This design comes from an exercise in tuning for small area, a short achievable clock period and few clock cycles on the open sky130 flow, not from production work. The RTL of this run was laid out without a check of its function.

==> flow/design.v <==
module muldiv_sched (
    input  logic        clk,
    input  logic        rst_n,
    input  logic        ex_mult,
    input  logic        ex_div,
    input  logic        ex_signed,
    input  logic        ex_mthi,
    input  logic        ex_mtlo,
    input  logic [31:0] ex_rs,
    input  logic [31:0] ex_rt,
    input  logic        id_hilo_use,
    output logic [31:0] hi,
    output logic [31:0] lo,
    output logic        busy,
    output logic        stall
);
    typedef enum logic [2:0] {S_IDLE, S_MUL, S_MCOR, S_DNORM, S_DIV} state_t;
    state_t      state_q, state_d;
    logic [4:0]  cnt_q, cnt_d;
    logic [31:0] hi_q, hi_d, lo_q, lo_d;
    logic        hx_q, hx_d;           
    logic [32:0] b_q, b_d;             
    logic        mp_q, mp_d;           
    logic        cor_q, cor_d;         
    logic        negq_q, negq_d, negr_q, negr_d;
    logic        rs_neg, rt_neg;
    logic [31:0] rs_mag, rt_mag;
    assign rs_neg = ex_signed & ex_rs[31];
    assign rt_neg = ex_signed & ex_rt[31];
    assign rs_mag = rs_neg ? (~ex_rs + 32'd1) : ex_rs;
    assign rt_mag = rt_neg ? (~ex_rt + 32'd1) : ex_rt;
    localparam int TW = 41;
    logic [33:0] bx;                   
    logic [8:0]  mbits;                
    logic [TW-1:0] row [4];
    logic [TW-1:0] krow, acc;
    logic [TW-1:0] s1, c1, s2, c2, s3, c3, s4, c4;
    logic [TW-1:0] tsum;
    assign bx    = {b_q[32], b_q};
    assign mbits = {lo_q[7:0], mp_q};
    function automatic logic [TW-1:0] maj(input logic [TW-1:0] a, input logic [TW-1:0] b,
                                          input logic [TW-1:0] c);
        maj = (a & b) | (a & c) | (b & c);
    endfunction
    logic [3:0] bneg;
    always_comb begin
        for (int m = 0; m < 4; m++) begin
            logic [2:0]  d3;
            logic        one, two, ng;
            logic [33:0] sel;
            d3  = mbits[2*m +: 3];
            one = d3[0] ^ d3[1];
            two = (d3 == 3'b011) | (d3 == 3'b100);
            ng  = d3[2];
            for (int j = 0; j < 34; j++)
                sel[j] = (one & bx[j]) | (two & ((j == 0) ? 1'b0 : bx[j-1]));
            sel = sel ^ {34{ng}};
            bneg[m] = ng;
            row[m] = TW'({~sel[33], sel[32:0]}) << (2 * m);
        end
        krow = TW'(41'h155_0000_0000) | TW'({bneg[3], 1'b0, bneg[2], 1'b0, bneg[1], 1'b0, bneg[0]});
        acc  = TW'({~hx_q, hi_q});
    end
    assign s1 = row[0] ^ row[1] ^ row[2];
    assign c1 = maj(row[0], row[1], row[2]) << 1;
    assign s2 = row[3] ^ krow ^ acc;
    assign c2 = maj(row[3], krow, acc) << 1;
    assign s3 = s1 ^ c1 ^ s2;
    assign c3 = maj(s1, c1, s2) << 1;
    assign s4 = s3 ^ c3 ^ c2;
    assign c4 = maj(s3, c3, c2) << 1;
    assign tsum = s4 + c4;
    logic [32:0] dsub;
    logic        dq;
    assign dsub = {1'b0, hi_q} - {1'b0, b_q[31:0]};
    assign dq   = ~dsub[32];
    logic [5:0] clz_a, clz_b;
    always_comb begin
        clz_a = 6'd32;
        for (int i = 0; i < 32; i++) if (hi_q[i]) clz_a = 6'(31 - i);
        clz_b = 6'd32;
        for (int i = 0; i < 32; i++) if (b_q[i]) clz_b = 6'(31 - i);
    end
    logic [5:0] jdiff;
    assign jdiff = clz_b - clz_a;
    logic [31:0] r_nx, q_nx;
    always_comb begin
        if (state_q == S_DIV) begin
            r_nx = dq ? dsub[31:0] : hi_q;
            q_nx = {lo_q[30:0], dq};
        end else begin
            r_nx = hi_q;
            q_nx = lo_q;
        end
    end
    always_comb begin
        state_d = state_q;
        cnt_d   = cnt_q;
        hi_d    = hi_q;
        lo_d    = lo_q;
        hx_d    = hx_q;
        b_d     = b_q;
        mp_d    = mp_q;
        cor_d   = cor_q;
        negq_d  = negq_q;
        negr_d  = negr_q;
        case (state_q)
            S_IDLE: begin
                if (ex_mult) begin
                    state_d = S_MUL;
                    cnt_d   = 5'd3;
                    hi_d    = '0;
                    hx_d    = 1'b0;
                    mp_d    = 1'b0;
                    if (!ex_signed && ex_rt[31] && !ex_rs[31]) begin
                        lo_d = ex_rs;
                        b_d  = {1'b0, ex_rt};
                    end else begin
                        lo_d = ex_rt;
                        b_d  = {ex_signed & ex_rs[31], ex_rs};
                    end
                    cor_d = !ex_signed && ex_rt[31] && ex_rs[31];
                end else if (ex_div && ex_rt != 32'd0) begin
                    state_d = S_DNORM;
                    hi_d    = rs_mag;
                    lo_d    = '0;
                    b_d     = {1'b0, rt_mag};
                    negq_d  = rs_neg ^ rt_neg;
                    negr_d  = rs_neg;
                end else if (ex_div) begin
                    lo_d = 32'hFFFF_FFFF;
                    hi_d = ex_rs;
                end else begin
                    if (ex_mthi) hi_d = ex_rs;
                    if (ex_mtlo) lo_d = ex_rs;
                end
            end
            S_MUL: begin
                {hx_d, hi_d} = tsum[40:8];
                lo_d  = {tsum[7:0], lo_q[31:8]};
                mp_d  = lo_q[7];
                cnt_d = cnt_q - 5'd1;
                if (cnt_q == 5'd0) begin if (cor_q) state_d = S_MCOR; else state_d = S_IDLE; end
            end
            S_MCOR: begin
                hi_d    = hi_q + b_q[31:0];
                state_d = S_IDLE;
            end
            S_DNORM: begin
                if (clz_a > clz_b) begin
                    state_d = S_IDLE;
                    hi_d    = negr_q ? (~r_nx + 32'd1) : r_nx;
                    lo_d    = '0;
                end else begin
                    state_d = S_DIV;
                    b_d     = {1'b0, b_q[31:0] << jdiff[4:0]};
                    cnt_d   = jdiff[4:0];
                end
            end
            S_DIV: begin
                b_d   = b_q >> 1;
                cnt_d = cnt_q - 5'd1;
                if (cnt_q == 5'd0) begin
                    state_d = S_IDLE;
                    hi_d    = negr_q ? (~r_nx + 32'd1) : r_nx;
                    lo_d    = negq_q ? (~q_nx + 32'd1) : q_nx;
                end else begin
                    hi_d = r_nx;
                    lo_d = q_nx;
                end
            end
            default: state_d = S_IDLE;
        endcase
    end
    always_ff @(posedge clk) begin
        if (!rst_n) begin
            state_q <= S_IDLE;
            hi_q    <= '0;
            lo_q    <= '0;
        end else begin
            state_q <= state_d;
            hi_q    <= hi_d;
            lo_q    <= lo_d;
        end
        cnt_q  <= cnt_d;
        hx_q   <= hx_d;
        b_q    <= b_d;
        mp_q   <= mp_d;
        cor_q  <= cor_d;
        negq_q <= negq_d;
        negr_q <= negr_d;
    end
    assign busy  = (state_q != S_IDLE);
    assign stall = busy & id_hilo_use;
    assign hi    = hi_q;
    assign lo    = lo_q;
endmodule
==> flow/run.sh <==
#!/bin/bash
# synth_recipe.tcl (not shown) runs the flow's synth.tcl, then flattens the netlist and writes it again
# the make line also repeats each setting of config.mk as NAME=value (left out here)
make -C /OpenROAD-flow-scripts/flow DESIGN_CONFIG=/design/flow/config.mk WORK_HOME=/design/flow/orfs CLKGATE_MAP_FILE= SYNTH_SCRIPT=/design/flow/synth_recipe.tcl finish
==> flow/config.mk <==
export PLATFORM = sky130hd
export DESIGN_NAME = muldiv_sched
export DESIGN_NICKNAME = muldiv_sched
export VERILOG_FILES = /design/flow/design.v
export SDC_FILE = /design/flow/constraint.sdc
export NUM_CORES = 4
export LEC_CHECK = 0
export CAP_MARGIN = 20
export CORE_MARGIN = 2
export CORE_UTILIZATION = 40
export SLEW_MARGIN = 20
==> flow/constraint.sdc <==
create_clock -name core_clock -period 10.0 [get_ports {clk}]
set_input_delay 2.0000 -clock core_clock [delete_from_list [all_inputs] [get_ports {clk}]]
set_output_delay 2.0000 -clock core_clock [all_outputs]
set_load 0.01 [all_outputs]
==> run summary <==
==> flip-flops by register name (all words and copies together) (netlist names) <==
signal and count:
b_q 33, hi_q 32, lo_q 32, cnt_q 5
state_q 3, cor_q 1, hx_q 1, mp_q 1
negq_q 1, negr_q 1
==> cells in the mapped netlist, types with 15 or more instances <==
cell type,number,share of area [%]
sky130_fd_sc_hd__a221oi_1,19,0.70
sky130_fd_sc_hd__ha_1,168,8.8
sky130_fd_sc_hd__nand2_1,231,3.6
sky130_fd_sc_hd__a31oi_1,47,1.2
sky130_fd_sc_hd__nand3_1,36,0.76
sky130_fd_sc_hd__nand2b_1,25,0.66
sky130_fd_sc_hd__mux2i_1,63,2.6
sky130_fd_sc_hd__o21bai_1,19,0.60
sky130_fd_sc_hd__mux2_2,19,0.90
sky130_fd_sc_hd__xor2_1,82,3.0
sky130_fd_sc_hd__buf_1,21,0.33
sky130_fd_sc_hd__nor4_1,26,0.68
sky130_fd_sc_hd__o31ai_1,48,1.5
sky130_fd_sc_hd__or3_1,30,0.79
sky130_fd_sc_hd__nand4_1,16,0.42
sky130_fd_sc_hd__a21o_1,27,0.85
sky130_fd_sc_hd__o21a_1,22,0.69
sky130_fd_sc_hd__xnor2_1,225,8.3
sky130_fd_sc_hd__a211oi_1,38,1.2
sky130_fd_sc_hd__nor3_1,69,1.5
sky130_fd_sc_hd__nor2_1,233,3.7
sky130_fd_sc_hd__o21ai_0,222,4.7
sky130_fd_sc_hd__o221ai_1,39,1.4
sky130_fd_sc_hd__nor2b_1,22,0.58
sky130_fd_sc_hd__edfxtp_1,43,5.4
sky130_fd_sc_hd__mux4_2,22,2.1
sky130_fd_sc_hd__inv_1,293,4.6
sky130_fd_sc_hd__o22ai_1,27,0.71
sky130_fd_sc_hd__o211ai_1,34,1.1
sky130_fd_sc_hd__dfxtp_1,67,5.6
sky130_fd_sc_hd__clkbuf_1,206,3.2
sky130_fd_sc_hd__and2_1,15,0.39
sky130_fd_sc_hd__fa_1,100,8.4
sky130_fd_sc_hd__or4_1,16,0.50
sky130_fd_sc_hd__a21oi_1,250,5.3
sky130_fd_sc_hd__a22oi_1,158,5.0
==> worst max-delay path, cell delays in order, from the launching register on <==
cell,delay (ps)
sky130_fd_sc_hd__dfxtp_2,350
sky130_fd_sc_hd__buf_4,520
sky130_fd_sc_hd__ha_1,260
sky130_fd_sc_hd__mux2_2,630
sky130_fd_sc_hd__a22oi_1,180
sky130_fd_sc_hd__xnor2_1,200
sky130_fd_sc_hd__fa_1,570
sky130_fd_sc_hd__inv_1,50
sky130_fd_sc_hd__fa_1,480
sky130_fd_sc_hd__fa_1,500
sky130_fd_sc_hd__inv_1,50
sky130_fd_sc_hd__ha_1,370
sky130_fd_sc_hd__o21a_1,150
sky130_fd_sc_hd__o21ai_0,90
sky130_fd_sc_hd__a211oi_1,350
sky130_fd_sc_hd__nor2_1,190
sky130_fd_sc_hd__o22a_1,320
sky130_fd_sc_hd__o41ai_1,670
sky130_fd_sc_hd__o211ai_1,240
sky130_fd_sc_hd__a21oi_1,310
sky130_fd_sc_hd__nor3_1,100
sky130_fd_sc_hd__or3_1,380
sky130_fd_sc_hd__nand3_1,90
==> metrics by stage <==
stage	instance area, µm²
after detailed placement	25900
after CTS	26300
after global routing	26300
after global placement	25900
after floorplan	23800
final	26300
==> cell families (layout without fill, tap and decap cells) <==
logic type	after synthesis	count (layout)	synth area share [%]
xor gates and xnor gates	307	307	11.3
and+or+nand+nor	780	780	15.7
AOI/OAI and AO/OA	1098	1098	30.5
muxes	104	104	5.63
adders and majority gates	268	268	17.2
DFF	110	110	11.1
buffers and inverters	535	531	8.52
==> worst paths after layout <==
check / start / end / slack, ps
worst max register to register: lo_q[3] / hx_q / 2800
worst min-delay path: lo_q[31] / lo_q[31] / 500
worst max-delay path: lo_q[3] / hx_q / 2800
worst min register to register: lo_q[31] / lo_q[31] / 500
==> cell type report <==
cell class                 count  area, µm²  share of cell area, %
clock buffer                   9        225                  0.858
clock inverter                 7       88.8                  0.338
inverter                     298       1120                   4.26
multi-input combinational   2557      19300                   73.3
sequential                   110       2640                   10.0
tap                          773        967                   3.68
timing repair buffer         217       1960                   7.47
==> per-layer routing <==
layer | wire [µm] | share of wire (%)
met3 | 11400 | 10
met4 | 6420 | 5.8
met5 | 26 | 0.024
met1 | 44400 | 40
met2 | 48100 | 44
==> flow_summary.rst <==
.. list-table::
   :header-rows: 1

   * - Metric
     - Value
   * - Result of the run
     - complete, no violations
   * - Post-detail-place hpwl
     - 85,200 µm
   * - Leading cell types in the layout, fill and taps excluded
     - sky130_fd_sc_hd__inv_1 (293), sky130_fd_sc_hd__a21oi_1 (249), sky130_fd_sc_hd__nor2_1 (231), sky130_fd_sc_hd__nand2_1 (230), sky130_fd_sc_hd__xnor2_1 (224)
   * - Fill cell instance count of the final layout
     - between 5,000 and 6,000
   * - Post-synthesis net count
     - roughly 3,500
   * - Final max-slew violation count
     - 0
   * - Final cell count without fillers
     - between 3,000 and 4,000
   * - Latest clock arrival within the worst-skew pair
     - about 430 ps
   * - Count of flip-flops with a built-in enable after synthesis
     - between 40 and 50
   * - Most used flip-flop cell after synthesis
     - sky130_fd_sc_hd__dfxtp_1
   * - Die area
     - a little over 0.06 mm²
   * - Unrepaired setup endpoints after global routing
     - false
   * - Final worst slack
     - 2800 ps
   * - Tightest slew margin relative to the limit
     - 18.4%
   * - Setup violations, final
     - 0
   * - Proportion of register bits with asynchronous set or reset after synthesis
     - 0%
   * - Total global routing track utilization
     - about a third
   * - Cell area after synthesis
     - about 0.024 mm²
   * - Fin crit period
     - ~7200 ps
   * - Tcrit/Tclk final
     - a little under three quarters
   * - Number of top-level design ports
     - around 140
   * - Diode insertion count for antenna repair
     - 0
   * - Worst hold slack
     - a little under 500 ps
   * - Depth of the most critical reg-to-reg path
     - 22
   * - Global routing met1 resource utilization
     - 46.6%
   * - Mean instance size in the synthesized netlist
     - between 7 and 8 µm²
   * - Remaining number of nets flagged by the antenna check after routing
     - 0
   * - Fraction of the core area covered by cells at the end of the flow
     - 44.6%
   * - Maximum number of pins on one net before global-route repair
     - 63
   * - CTS root buf
     - sky130_fd_sc_hd__clkbuf_16
   * - Fin. Hold Viols
     - 0
   * - Setup clock skew after layout
     - a little over 20 ps
   * - Starting density of the core
     - 40.4%
   * - Violation count after the first detailed-route iteration
     - 3,352
   * - Clock Tree Buf Depth
     - 2
   * - Average via count per standard cell
     - 6.57
   * - Post-cts gate resize count
     - 0
   * - Drt drc
     - 0
   * - Maximum level of the CTS H-tree
     - 3
   * - Met2 Usage GRT
     - 54.6%
   * - Maximum fanout along the worst path
     - 37
   * - First-pass GRT wire length
     - 161,000 µm
   * - Number of vias after detailed routing
     - between 20,000 and 30,000
   * - # placed instances
     - about 4,000
   * - Sequential cell area fraction in the yosys report
     - about 11%
   * - Num Clock Sinks
     - between 100 and 150
   * - Initial antenna violation count
     - 5
   * - Slew at the pin with the worst max-slew slack
     - 1220 ps
   * - GP Congestion
     - about 0.98
   * - CP startpoint kind
     - flop
   * - Die outline height
     - roughly 250 µm
   * - Flops & latches, synth
     - 110
   * - Kind of critical path
     - flop to flop
   * - Total overflow reported by the global router
     - 0
   * - Number of cell rows
     - 89
   * - Setup TNS
     - 0 ps
   * - YS warnings
     - 2
   * - Die Span X
     - ~250 µm
   * - Maxcap violations
     - 0
   * - Maximum operating frequency
     - about 0.14 GHz
   * - Post-CTS Setup Bufs
     - 0
   * - Hold buffer count at cts
     - 0
   * - Met3 Resource Use GR
     - 6.26%
   * - Wire length per cell
     - about 28 µm
   * - Final Routed Wirelength
     - roughly 110,000 µm
   * - Via count of the first global-routing pass
     - 24,600
   * - Endpoint kind of the worst setup timing path
     - flop
   * - Number of distinct library cells after synthesis
     - 100
   * - Count of buffers from port buffering
     - 137
   * - Number of search-and-repair iterations in the first detailed-routing pass
     - 9
   * - Proportion of layout cells with a drive suffix above 1
     - 6.04%
   * - Leading cell type in the layout, fill and taps excluded
     - sky130_fd_sc_hd__inv_1
   * - Core Footprint
     - slightly below 0.06 mm²
   * - Required time of the critical path
     - between 10,000 and 15,000 ps
   * - Area growth from synthesis to final layout
     - 10.3%
   * - Classification of the worst-slack hold path
     - flop to flop
   * - Worst slack at placement
     - between 2000 and 3000 ps
   * - Clock-pin slew reported for the worst setup and hold paths after clock tree synthesis
     - 110 ps
   * - Arrival time worst endpoint
     - roughly 7500 ps
   * - Peak-usage layer in the global routing report
     - met2
   * - Clock tree from TritonCTS
     - yes
   * - Nets
     - around 3,500
   * - Cts bufs inserted
     - 9
   * - WHS Path Cells
     - 2
   * - Post-Syn Instances
     - between 3,000 and 4,000

[afterwards: timing with drivers on the ports]
No port has a modelled driver above. Below, the same layout with a new extraction and two added sets of constraints. Step 1 sets driving cells, clkbuf_16 on the clock port and buf_2 on the other inputs (assumed; they add their load-dependent delay and slew). Step 2 also shifts input and output timing later by t, the mid clock arrival at the registers, as if the neighbouring blocks saw the same clock. Slacks: ideal ports / drivers / drivers and shift; pairs: ideal ports / drivers.
t (ns): 0.478
setup WS [ns]: 2.803 / 2.803 / 2.803
worst slew at a driven data input, ns: 0.06
After both steps this run still meets setup and hold. For this run, drivers alone change the setup slack by 0.000 ns; drivers and shift together by 0.000 ns.
